From an optimization exercise on the open Yosys and OpenROAD flow, aimed at small area, a short achievable clock period and few clock cycles; shortcuts taken in it are not production practice.
Where RTL was checked, it was by simulation tests only, not by an equivalence proof against the original.
Power is estimated from default activity; no workload was simulated.

==> run a <==
Design mips_top, start of the top module:
module mips_top (
   input  logic       clk,
   input  logic       rst,
   output isa_pkg::word_t      inst_addr_o,
   input  isa_pkg::word_t      inst_data_i,
   output logic       data_en_o,
   output logic [3:0] data_wen_o,
   output isa_pkg::word_t      data_addr_o,
   output isa_pkg::word_t      data_wdata_o,
   input  isa_pkg::word_t      data_rdata_i,
   input  logic       psel_i,
   input  logic       penable_i,
   input  logic       pwrite_i,
   input  logic [7:0] paddr_i,
   input  isa_pkg::word_t      pwdata_i,
   output isa_pkg::word_t      prdata_o,
   output logic       pready_o,
   output logic       pslverr_o
);
clock: 5.5 ns
lec_check: 0
abc_clock_period_in_ps: 1000
cap_margin: 20
core_margin: 2
core_utilization: 55
setup_slack_margin: 2.5
slew_margin: 20
run.sh (not shown) runs the stock make flow with config.mk's settings and CLKGATE_MAP_FILE= SYNTH_SCRIPT=/design/flow/synth_recipe.tcl, a recipe that flattens the netlist after the stock synthesis.
==> run b (differences from run a) <==
--- a/flow/design.v
+++ b/flow/design.v
@@ -146,14 +146,32 @@
    output logic        c16_o,
    output logic [15:0] hi0_o,    
    output logic [15:0] hi1_o,    
    output logic [31:0] lres_o
 );
    assign {c16_o, lo_o} = {1'b0, a_i[15:0]} + {1'b0, b_i[15:0]};
-   assign hi0_o = a_i[31:16] + b_i[31:16];
-   assign hi1_o = a_i[31:16] + b_i[31:16] + 16'd1;
+   logic [15:0] hp, hg, gg [0:4], pp [0:4];
+   assign hp = a_i[31:16] ^ b_i[31:16];
+   assign hg = a_i[31:16] & b_i[31:16];
+   always_comb begin
+      gg[0] = hg;
+      pp[0] = hp;
+      for (int l = 0; l < 4; l++) begin
+         for (int i = 0; i < 16; i++) begin
+            if ((i >> l) & 1) begin
+               gg[l+1][i] = gg[l][i] | (pp[l][i] & gg[l][((i >> l) << l) - 1]);
+               pp[l+1][i] = pp[l][i] & pp[l][((i >> l) << l) - 1];
+            end else begin
+               gg[l+1][i] = gg[l][i];
+               pp[l+1][i] = pp[l][i];
+            end
+         end
+      end
+   end
+   assign hi0_o = hp ^ {gg[4][14:0], 1'b0};
+   assign hi1_o = hp ^ {gg[4][14:0] | pp[4][14:0], 1'b1};
    always_comb begin
       case (op_i[1:0])
          2'b00:   lres_o = a_i & b_i;
          2'b01:   lres_o = a_i | b_i;
          2'b10:   lres_o = a_i ^ b_i;
          default: lres_o = b_i;
@@ -193,13 +211,13 @@
    logic [31:0] e_a, e_b, e_sd;
    logic        m_valid, m_we, m_load, m_en, m_wr;
    logic [4:0]  m_dest;
    logic [31:0] m_sd;
    logic [15:0] m_lo, m_hi0, m_hi1;
    logic        m_c16;
-   logic        m_c16a;    
+   logic        m_c16a, m_c16b;
    logic        m_inv;     
    logic        m_slt, m_sa, m_sb;   
    logic [31:0] m_sum, m_val;
    logic        m_less;
    logic d_go, d_free;
    logic lu_q;    
@@ -370,21 +388,25 @@
       m_dest <= e_dest;
       m_lo   <= e_op[2] ? lres[15:0] : s_lo;
       m_hi0  <= e_op[2] ? lres[31:16] : s_hi0;
       m_hi1  <= s_hi1;
       m_c16  <= !e_op[2] && s_c16;
       m_c16a <= s_c16;
+      m_c16b <= (e_load || e_store) && s_c16;
       m_inv  <= !e_op[2] && !e_op[1] && e_op[0];
       m_slt  <= !e_op[2] && e_op[1];
       m_sa   <= !e_a[31];    
       m_sb   <= e_b[31];
       m_sd   <= e_sd;
    end
    assign data_en_o    = m_en;
    assign data_wen_o   = {4{m_wr}};
-   assign data_addr_o  = {m_c16a ? m_hi1 : m_hi0, m_lo};
+   assign data_addr_o  = {m_c16a ? m_hi1[15:10] : m_hi0[15:10],
+                          m_c16b ? m_hi1[9:5]   : m_hi0[9:5],
+                          m_c16  ? m_hi1[4:0]   : m_hi0[4:0],
+                          m_lo};
    assign data_wdata_o = m_sd;
    assign drained_o = d_valid && d_pc == stop_pc_i[31:2] && !e_valid;
 endmodule
 `timescale 1ns/1ns
 module cfg_regs (
    input  logic        clk,
@@ -404,48 +426,44 @@
    input  logic        drained_i,
    output logic        dbg_next_o,
    output logic [4:0]  dbg_addr_o,
    output logic        dbg_now_o,
    input  logic [31:0] dbg_data_i
 );
-   logic [7:0]  pa_q;    
+   logic        a_ctrl_q, a_stop_q, a_stat_q, a_win_q;
    logic        access, wr_ctrl, wr_stop;
    logic [31:0] rd_mux;
    assign access     = psel_i && penable_i;
    assign pready_o   = 1'b1;
    assign pslverr_o  = 1'b0;
-   assign wr_ctrl = access && pwrite_i && pa_q == 8'h00;
-   assign wr_stop = access && pwrite_i && pa_q == 8'h04;
+   assign wr_ctrl = access && pwrite_i && a_ctrl_q;
+   assign wr_stop = access && pwrite_i && a_stop_q;
    assign run_n_o     = wr_ctrl ? pwdata_i[0] : run_o;
    assign stop_pc_n_o = wr_stop ? pwdata_i : stop_pc_o;
    assign dbg_next_o = psel_i && !penable_i && !pwrite_i && paddr_i[7];
    assign dbg_addr_o = paddr_i[6:2];
    always_ff @(posedge clk) begin
-      if (psel_i && !penable_i) pa_q <= paddr_i;
+      if (psel_i && !penable_i) begin
+         a_ctrl_q <= paddr_i == 8'h00;
+         a_stop_q <= paddr_i == 8'h04;
+         a_stat_q <= paddr_i == 8'h08;
+         a_win_q  <= paddr_i[7];
+      end
       if (rst) begin
          run_o     <= 1'b0;
          stop_pc_o <= 32'hffff_fffc;
          dbg_now_o <= 1'b0;
       end else begin
          run_o     <= run_n_o;
          stop_pc_o <= stop_pc_n_o;
          dbg_now_o <= dbg_next_o;
       end
    end
-   always_comb begin
-      if (pa_q[7]) begin
-         rd_mux = dbg_data_i;
-      end else begin
-         case (pa_q)
-            8'h00:   rd_mux = {31'b0, run_o};
-            8'h04:   rd_mux = stop_pc_o;
-            8'h08:   rd_mux = {31'b0, drained_i};
-            default: rd_mux = '0;
-         endcase
-      end
-   end
+   assign rd_mux = ({32{a_win_q}}  & dbg_data_i)
+                 | ({32{a_stop_q}} & stop_pc_o)
+                 | {31'b0, (a_ctrl_q && run_o) || (a_stat_q && drained_i)};
    always_ff @(posedge clk) begin
       if (access && !pwrite_i) prdata_o <= rd_mux;
    end
 endmodule
 `timescale 1ns/1ns
 module mips_top (
- CORE_UTILIZATION: 55 -> 70
- SETUP_SLACK_MARGIN: 2.5 -> 2.6
==> notes <==
- In synthesized area, run b and run a hardly differ.
- Between run b and run a, the lower sequential share of layout area is in run a (gap 1.1 points).
- Between run b and run a, the lower critical path depth is in run a (gap 4).
- Against run b, the final cell count of run a is larger by about 5%.
Testbench counts of run a, summed over its fixed seeds: cycles 6,806.
Testbench counts of run b, summed over its fixed seeds: cycles 6,806.

========
==> 07-07: inputs <==
Another version of the RTL of mips_top (not shown whole).
make LEC_CHECK=0 CAP_MARGIN=20 CORE_MARGIN=2 CORE_UTILIZATION=40 SLEW_MARGIN=20 finish   # period 5.5 ns
==> 07-24 (differences from 07-07) <==
--- a/flow/config.mk
+++ b/flow/config.mk
@@ -5,7 +5,9 @@
 export SDC_FILE = /design/flow/constraint.sdc
 export NUM_CORES = 4
 export LEC_CHECK = 0
+export ABC_CLOCK_PERIOD_IN_PS = 2500
 export CAP_MARGIN = 20
 export CORE_MARGIN = 2
 export CORE_UTILIZATION = 40
+export SETUP_SLACK_MARGIN = 2.8
 export SLEW_MARGIN = 20
==> qor summary <==
Run status: 07-24 timing/DRC/antenna clean; 07-07 timing/DRC/antenna clean
Required time of the worst setup path: 07-24 6.08 ns; 07-07 4.40 ns
Switching power total: 07-24 0.0110 W; 07-07 0.0105 W
Non-Clock Inverter Count: 07-24 129; 07-07 127
Worst Hold Slack: 07-24 0.423 ns; 07-07 0.415 ns
Met1 wire length: 07-24 101,000 µm; 07-07 97,500 µm
Total clock network power: 07-24 0.0106 W; 07-07 0.0103 W
Number of vias per cell: 07-24 7.23; 07-07 7.16
Path type of the worst setup path: 07-24 flip-flop to flip-flop; 07-07 flip-flop to output pin
Data arrival time of the worst path: 07-24 4.09 ns; 07-07 3.27 ns
Pre-CTS WS: 07-24 1.27 ns; 07-07 1.28 ns
Setup repair after global routing missed its margin: 07-24 true; 07-07 false
Hold path startpoint: 07-24 u_pipe_core.e_sd[6]$_DFFE_PP_; 07-07 u_pipe_core.e_sd[5]$_DFFE_PP_
Count of buffer and inverter cells on the critical path: 07-24 2; 07-07 1
Post-CTS sizing: 07-24 493; 07-07 0
FF-to-FF path depth: 07-24 13; 07-07 12
Worst-case hold path end point: 07-24 u_pipe_core.m_sd[6]$_DFFE_PP_; 07-07 u_pipe_core.m_sd[5]$_DFFE_PP_
No functional check of the RTL was part of any run of this note.

========
==> run H <==
mips_top with an RTL version that a note above also has.
==> flow/config.mk <==
export PLATFORM = sky130hd
export DESIGN_NAME = mips_top
export DESIGN_NICKNAME = mips_top
export VERILOG_FILES = /design/flow/design.v
export SDC_FILE = /design/flow/constraint.sdc
export NUM_CORES = 4
export LEC_CHECK = 0
export ABC_CLOCK_PERIOD_IN_PS = 1000
export CAP_MARGIN = 20
export CORE_MARGIN = 2
export CORE_UTILIZATION = 62
export SETUP_SLACK_MARGIN = 2.6
export SLEW_MARGIN = 20
export BUFFER_PORTS_ARGS = -buffer_cell sky130_fd_sc_hd__buf_2
==> flow/constraint.sdc <==
create_clock -name core_clock -period 5.5 [get_ports {clk}]
set_input_delay 1.1000 -clock core_clock [delete_from_list [all_inputs] [get_ports {clk}]]
set_output_delay 1.1000 -clock core_clock [all_outputs]
set_load 0.01 [all_outputs]
standard.sh (not shown) runs the stock make flow with config.mk's settings and CLKGATE_MAP_FILE= SYNTH_SCRIPT=/design/flow/synth_recipe.tcl, a recipe that flattens the netlist after the stock synthesis.
==> flow/flow/run.sh <==
#!/bin/bash
# The standard layout, with the port buffers made of buf_2 cells
# instead of the default delay buffers.
set -e
echo 'export BUFFER_PORTS_ARGS = -buffer_cell sky130_fd_sc_hd__buf_2' >> config.mk
bash standard.sh > standard.log 2>&1
==> run C: changes against run H <==
--- a/flow/config.mk
+++ b/flow/config.mk
@@ -10,4 +10,4 @@
 export CORE_MARGIN = 2
-export CORE_UTILIZATION = 62
-export SETUP_SLACK_MARGIN = 2.6
+export CORE_UTILIZATION = 55
+export SETUP_SLACK_MARGIN = 2.8
 export SLEW_MARGIN = 20
==> run G: changes against run H <==
--- a/flow/config.mk
+++ b/flow/config.mk
@@ -10,4 +10,4 @@
 export CORE_MARGIN = 2
-export CORE_UTILIZATION = 62
-export SETUP_SLACK_MARGIN = 2.6
+export CORE_UTILIZATION = 55
+export SETUP_SLACK_MARGIN = 3.0
 export SLEW_MARGIN = 20
==> notes.md <==
Transition time of the tightest slew-check pin: run H 1.215 ns; run G 1.034 ns; run C 1.055 ns
Status: run H timing/DRC/antenna clean; run G timing/DRC/antenna clean; run C timing/DRC/antenna clean
Setup slack of the worst register-to-register path: run H 2.46 ns; run G 2.84 ns; run C 2.71 ns
Total design power: run H 0.03245 W; run G 0.03353 W; run C 0.03329 W
Final Cycle Share: run H 55.33%; run G 51.50%; run C 51.78%
CP arrival: run H 3.67 ns; run G 1.73 ns; run C 1.75 ns
Total clock network power: run H 0.0100 W; run G 0.00989 W; run C 0.0102 W
Layout filler cell count: run H 6647; run G 7944; run C 8329
Count of cells along the worst register-to-register path: run H 9; run G 10; run C 7
Count of instances resized after the clock tree is built: run H 54; run G 400; run C 212
Leakage: run H 25.17 nW; run G 27.40 nW; run C 26.01 nW
Via-to-Cell Ratio: run H 8.113; run G 7.828; run C 7.827
Gate power share: run H 19.9%; run G 22.7%; run C 21.2%
Post-route cell area: run H 0.06957 sq mm; run G 0.07504 sq mm; run C 0.07181 sq mm
Testbench counts of run H, summed over its fixed seeds: cycles 6,806.
Testbench counts of run C, summed over its fixed seeds: cycles 6,806.
Testbench counts of run G, summed over its fixed seeds: cycles 6,806.

========
==> v32 <==
Starting RTL as in the previous note.
export LEC_CHECK = 0
export ABC_CLOCK_PERIOD_IN_PS = 1000
export CAP_MARGIN = 20
export CORE_MARGIN = 2
export CORE_UTILIZATION = 55
export SETUP_SLACK_MARGIN = 2.6
export SLEW_MARGIN = 20
export BUFFER_PORTS_ARGS = -buffer_cell sky130_fd_sc_hd__buf_2
create_clock -name core_clock -period 5.5 [get_ports {clk}]
Scripts as last shown in full above: flow/flow/run.sh
==> v22 (differences from v32) <==
Settings changed: CORE_UTILIZATION 55 to 50.
==> v14 (differences from v32) <==
Settings changed: SETUP_SLACK_MARGIN 2.6 to 2.7.
==> notes.md <==
Detailed Place HPWL: v22 173 mm; v32 163 mm; v14 161 mm
CP dominant cell by count: v22 sky130_fd_sc_hd__buf_4; v32 sky130_fd_sc_hd__buf_4; v14 -
Mean number of vias per cell: v22 7.54; v32 7.79; v14 7.81
# nets final: v22 5060; v32 5035; v14 5049
Worst reg2reg startpoint: v22 u_pipe_core.sel_b[19]; v32 u_pipe_core.sel_b[13]; v14 u_pipe_core.sel_a[17]
CP Class: v22 flop to flop; v32 flop to flop; v14 flop to output port
Share of layout cells above drive strength 1: v22 19.7%; v32 19.2%; v14 19.8%
Multi-input combinational cell area: v22 20600 um^2; v32 20500 um^2; v14 20600 um^2
Clock buffer count: v22 213; v32 192; v14 191
Layout multi-input combinational cell count: v22 2707; v32 2708; v14 2709
Outcome: v22 timing/DRC/antenna clean; v32 timing/DRC/antenna clean; v14 timing/DRC/antenna clean
Fraction of standard cell area in multi-input logic: v22 29.0%; v32 29.1%; v14 29.1%
Total number of tap cells: v22 1625; v32 1488; v14 1488
Placed Instance Area: v22 64800 um^2; v32 64400 um^2; v14 64300 um^2
Pre-CTS setup slack: v22 1.68 ns; v32 1.81 ns; v14 1.73 ns
Testbench counts of v32, summed over its fixed seeds: cycles 6,806.
Testbench counts of v22, summed over its fixed seeds: cycles 6,806.
Testbench counts of v14, summed over its fixed seeds: cycles 6,806.

## separate check: timing with driven ports
The results above use ideal ports. As a check the final layouts listed here were re-extracted and re-timed, cells and wires unchanged. Step 1: set_driving_cell puts a clkbuf_16 on clk and a buf_2 on each other input, an assumption about the parent block. Step 2 also shifts input and output timing later by t, the mid clock arrival at the registers, as if the neighbouring blocks saw the same clock. Slacks: ideal / step 1 / step 2; pairs: ideal / step 1.
run | t (ns) | setup slack, ns | worst setup path after step 2 | worst slew at a driven data input, ns | pins driven straight from the clock port
run a | 0.859 | 2.361 / 2.330 / 1.849 | input to register | 0.06 | 1
run b | 0.837 | 2.417 / 2.417 / 1.951 | input to register | 0.10 | 1
07-07 | 0.891 | 1.134 / 1.054 / 1.206 | register to register | 0.10 | 1
07-24 | 0.903 | 1.983 / 1.983 / 1.801 | input to register | 0.12 | 1
run H | 0.842 | 2.457 / 2.457 / 1.839 | input to register | 0.08 | 1
run C | 0.857 | 2.652 / 2.572 / 1.958 | input to register | 0.12 | 1
run G | 0.849 | 2.667 / 2.592 / 2.263 | input to register | 0.14 | 1
v32 | 0.846 | 2.563 / 2.558 / 2.110 | input to register | 0.14 | 1
v22 | 0.879 | 2.468 / 2.468 / 1.849 | input to register | 0.10 | 1
v14 | 0.849 | 2.598 / 2.525 / 1.974 | input to register | 0.13 | 1
After both steps setup and hold are still met in every run listed. For run C, which loses most, drivers alone change the setup slack by -0.080 ns; drivers and shift together by -0.694 ns.
